From an optimization exercise on the open Yosys and OpenROAD flow, aimed at small area, a short achievable clock period and few clock cycles per item; shortcuts taken in it are not production practice.
At most, simulation tests tie the RTL to the original design; equivalence was not proved.

## fp_alu_seq
module fp_alu_seq #(
   parameter int EXP_W = 8,
   parameter int MAN_W = 23
) (
   input  logic                   clk,
   input  logic                   rst,
   input  logic                   in_valid,
   output logic                   in_ready,
   input  logic [2:0]             op,
   input  logic [EXP_W+MAN_W:0]   a,
   input  logic [EXP_W+MAN_W:0]   b,
   output logic                   out_valid,
   input  logic                   out_ready,
   output logic [EXP_W+MAN_W:0]   result,
   output logic [3:0]             flags
);
For scale: ~7,400 cells after synthesis, roughly 48,000 um2 of cells after synthesis.
Settings: LEC_CHECK=0, ABC_AREA=1, CAP_MARGIN=20, CORE_MARGIN=2, CORE_UTILIZATION=40, SETUP_SLACK_MARGIN=4, SLEW_MARGIN=20, TNS_END_PERCENT=0; clock period 11.0 ns.
standard.sh (not shown) runs the stock make flow with config.mk's settings and CLKGATE_MAP_FILE= SYNTH_SCRIPT=/design/flow/synth_recipe.tcl, a recipe that flattens the netlist after the stock synthesis.
==> flow/flow/run.sh <==
#!/bin/bash
# Own flow: the standard layout (standard.sh), except that synthesis runs without
# the full/half-adder extraction (ADDER_MAP_FILE empty), so that ABC maps the adders
# itself. Registers, floorplan, power grid, placement, CTS and routing are the standard ones.
set -euo pipefail
bash standard.sh ADDER_MAP_FILE= synth > synth.log 2>&1
bash standard.sh finish > layout.log 2>&1
Testbench counts at the start, summed over its fixed seeds: cycles 3,617, items 3,000.
Edit:
Settings changed: CORE_UTILIZATION 40 to 50, TNS_END_PERCENT 0 to default.
- core utilization grows by 11 points
- clock skew increases by 35 ps
- synthesized area does not change
Edit:
Settings changed: CORE_UTILIZATION 50 to 40, SETUP_SLACK_MARGIN 4 to 3.5.
Worst setup slack got worse by 480 ps.
Final area drops slightly.
Register-to-register slack got worse by 530 ps.
Maximum frequency drops by a few percent.
Edit:
Settings changed: ABC_CLOCK_PERIOD_IN_PS from default to 5000, SETUP_SLACK_MARGIN 3.5 to 5.
Outcome: Area after synthesis does not change. Die area does not change. Via count grows by 6.3%. Clock skew shrinks by 8.2 ps. Fmax grows by 8.2%. Routed wire length grows by 10%. Cell count grows by 3.3%. Non-clock buffer count grows by 275. Global-route usage grows by 2.1 points.
Edit:
Settings changed: ABC_AREA 1 to default, ABC_CLOCK_PERIOD_IN_PS 5000 to default, SETUP_SLACK_MARGIN 5 to 4.
Result: Routed wire length drops by about 3%. Worst hold slack improves by 32 ps. Critical path depth rises by 7. Via count shrinks by 3.2%. Core utilization falls by 2.8 points. Register-to-register slack gets worse by 2300 ps. Synthesized area went up by 6.1%. Design area increases by about 0.37%.

---

fp_alu_seq, a different RTL version from the one above (not shown whole).
Size: about 5,500 cells after synthesis, ~480 flip-flops.
make LEC_CHECK=0 ABC_CLOCK_PERIOD_IN_PS=5000 CAP_MARGIN=20 CORE_MARGIN=2 CORE_UTILIZATION=40 SETUP_SLACK_MARGIN=5 SLEW_MARGIN=20 finish   # period 11.0 ns
run.sh (not shown) runs the stock make flow with config.mk's settings and CLKGATE_MAP_FILE= SYNTH_SCRIPT=/design/flow/synth_recipe.tcl, a recipe that flattens the netlist after the stock synthesis.
Stock flow here: none of the scripts above is used.
==> next run, changes <==
ABC_AREA = 1   (was default)
=> Area after synthesis decreases by 8.8%. Cell count goes down by 3.2%. Final area fell by 8.2%. Worst hold slack gets better by 0.011 ns. Global-route usage shrinks by 1.6 points. Via count drops by 12%. Non-clock buffer count went down by 63. First-iteration DRC count is lower by 28%. Sequential share of layout area is higher by 2.2 points. Fmax climbs by 7.4%.
No run of this note included a check of the RTL's function; only the layout flow was run.

---

fp_alu_seq, a different RTL version from the one above (not shown whole).
For scale: about 7,300 cells after synthesis, ~470 flip-flops, about 110 I/O pins.
Settings: LEC_CHECK=0, ABC_AREA=1, CAP_MARGIN=20, CORE_MARGIN=2, CORE_UTILIZATION=40, SETUP_SLACK_MARGIN=4, SLEW_MARGIN=20; clock period 11.0 ns.
standard.sh (not shown) runs the stock make flow with config.mk's settings and CLKGATE_MAP_FILE= SYNTH_SCRIPT=/design/flow/synth_recipe.tcl, a recipe that flattens the netlist after the stock synthesis.
Scripts as last shown in full above: flow/flow/run.sh
Change:
- CORE_UTILIZATION: 40 -> 50
- cell area decreases by 0.75%
- global-route usage is higher by 7.2 points
- routed wire length came out higher by 1.3%
- worst hold slack is about the same
- maximum frequency went down by 1.3%
- synthesized area does not change
- first-iteration DRC count went up by 6.8%
Function was not checked in any run of this note: the RTL went through the layout flow alone.

---

== before ==
fp_alu_seq with an RTL version that a note above also has.
Size: roughly 7,400 cells after synthesis.
export LEC_CHECK = 0
export ABC_AREA = 1
export CAP_MARGIN = 5
export CORE_MARGIN = 2
export CORE_UTILIZATION = 50
export SETUP_SLACK_MARGIN = 4
export SLEW_MARGIN = 5
create_clock -name core_clock -period 11.0 [get_ports {clk}]
Scripts as last shown in full above: flow/flow/run.sh
Testbench counts of before, summed over its fixed seeds: cycles 3,617, items 3,000.
What after does differently from before at the input level:
- SETUP_SLACK_MARGIN changed from 4 to 4.5
- CORE_UTILIZATION changed from 50 to 40
- SLEW_MARGIN changed from 5 to 20
- CAP_MARGIN changed from 5 to 20
Results
after finished end to end and its layout was clean on timing, DRC and antenna. Looking at routed wirelength normalized by instance count across after and before, the one that comes out higher is after. NOTE count of nets after finishing before->after increased by a few percent. after reports a higher area enclosed by the die boundary than before does.

---

Setup of JK:
Another version of the RTL of fp_alu_seq (not shown whole).
Size: ~5700 cells after synthesis, about 110 I/O pins.
==> flow/config.mk <==
export PLATFORM = sky130hd
export DESIGN_NAME = fp_alu_seq
export DESIGN_NICKNAME = fp_alu_seq
export VERILOG_FILES = /design/flow/design.v
export SDC_FILE = /design/flow/constraint.sdc
export NUM_CORES = 4
export LEC_CHECK = 0
export CAP_MARGIN = 20
export CORE_MARGIN = 2
export CORE_UTILIZATION = 40
export SLEW_MARGIN = 20
==> flow/constraint.sdc <==
create_clock -name core_clock -period 11.0 [get_ports {clk}]
set_input_delay 2.2000 -clock core_clock [delete_from_list [all_inputs] [get_ports {clk}]]
set_output_delay 2.2000 -clock core_clock [all_outputs]
set_load 0.01 [all_outputs]
run.sh (not shown) runs the stock make flow with config.mk's settings and CLKGATE_MAP_FILE= SYNTH_SCRIPT=/design/flow/synth_recipe.tcl, a recipe that flattens the netlist after the stock synthesis.
Stock flow here: none of the scripts above is used.
Relative to JK, the following input files were edited for MS:
Settings: an added ABC_AREA of 1.
Notes after the runs:
- MS ended with every stage complete and zero timing, DRC or antenna violations.
- Share of the cycle needed by the critical path after routing for MS is lower than for JK.
- From JK to MS the numbers moved as follows: average routed wire per standard cell down 13%, cell area went down about 7%, number of global-route vias before repair went down, antenna diode count dropped 1, net total in the final layout rose by 37.
- In MS the wire length on met3 turned out about 13% lower than in JK.
- Looking at number of rows in the core area, MS sits below JK.
Function was not checked in any run of this note: the RTL went through the layout flow alone.

## separate check: timing with driven ports
The results above use ideal ports. As a check the final layouts listed here were re-extracted and re-timed, cells and wires unchanged.
Step 1, drivers: a clkbuf_16 drives clk and a buf_2 each remaining input, both assumed.
Step 2 moves the port delays by t, midway between the first and last clock arrival at a register: inputs arrive t later, outputs are due t later. That takes back most of the time a late clock gives input paths.
Slacks: ideal ports / drivers / drivers and shift; pairs: ideal ports / drivers.
run	t (ns)	setup WS [ns]	worst setup path at the end	clock arrival spread, ns
the first run of note 1	0.697	3.877 / 3.808 / 3.931	register to register	0.026 / 0.025
the second run of note 1	0.715	4.197 / 4.119 / 3.878	input to register	0.061 / 0.061
the third run of note 1	0.690	3.721 / 3.654 / 3.793	register to register	0.046 / 0.046
the fourth run of note 1	0.702	4.271 / 4.199 / 4.445	register to register	0.036 / 0.036
the fifth run of note 1	0.674	1.740 / 1.669 / 2.196	register to register	0.053 / 0.053
the first run of note 2	0.734	3.481 / 3.481 / 3.481	register to register	0.048 / 0.048
the second run of note 2	0.697	4.000 / 4.000 / 3.729	input to register	0.054 / 0.054
the first run of note 3	0.696	3.509 / 3.436 / 4.018	input to register	0.056 / 0.056
the second run of note 3	0.700	3.409 / 3.335 / 3.866	input to register	0.081 / 0.081
before	0.715	4.197 / 4.119 / 3.878	input to register	0.061 / 0.061
after	0.690	4.261 / 4.237 / 4.261	register to register	0.035 / 0.035
JK	0.681	1.896 / 1.896 / 1.896	register to register	0.089 / 0.088
MS	0.661	2.165 / 2.165 / 2.165	register to register	0.021 / 0.021
After both steps every run listed still meets setup and hold.
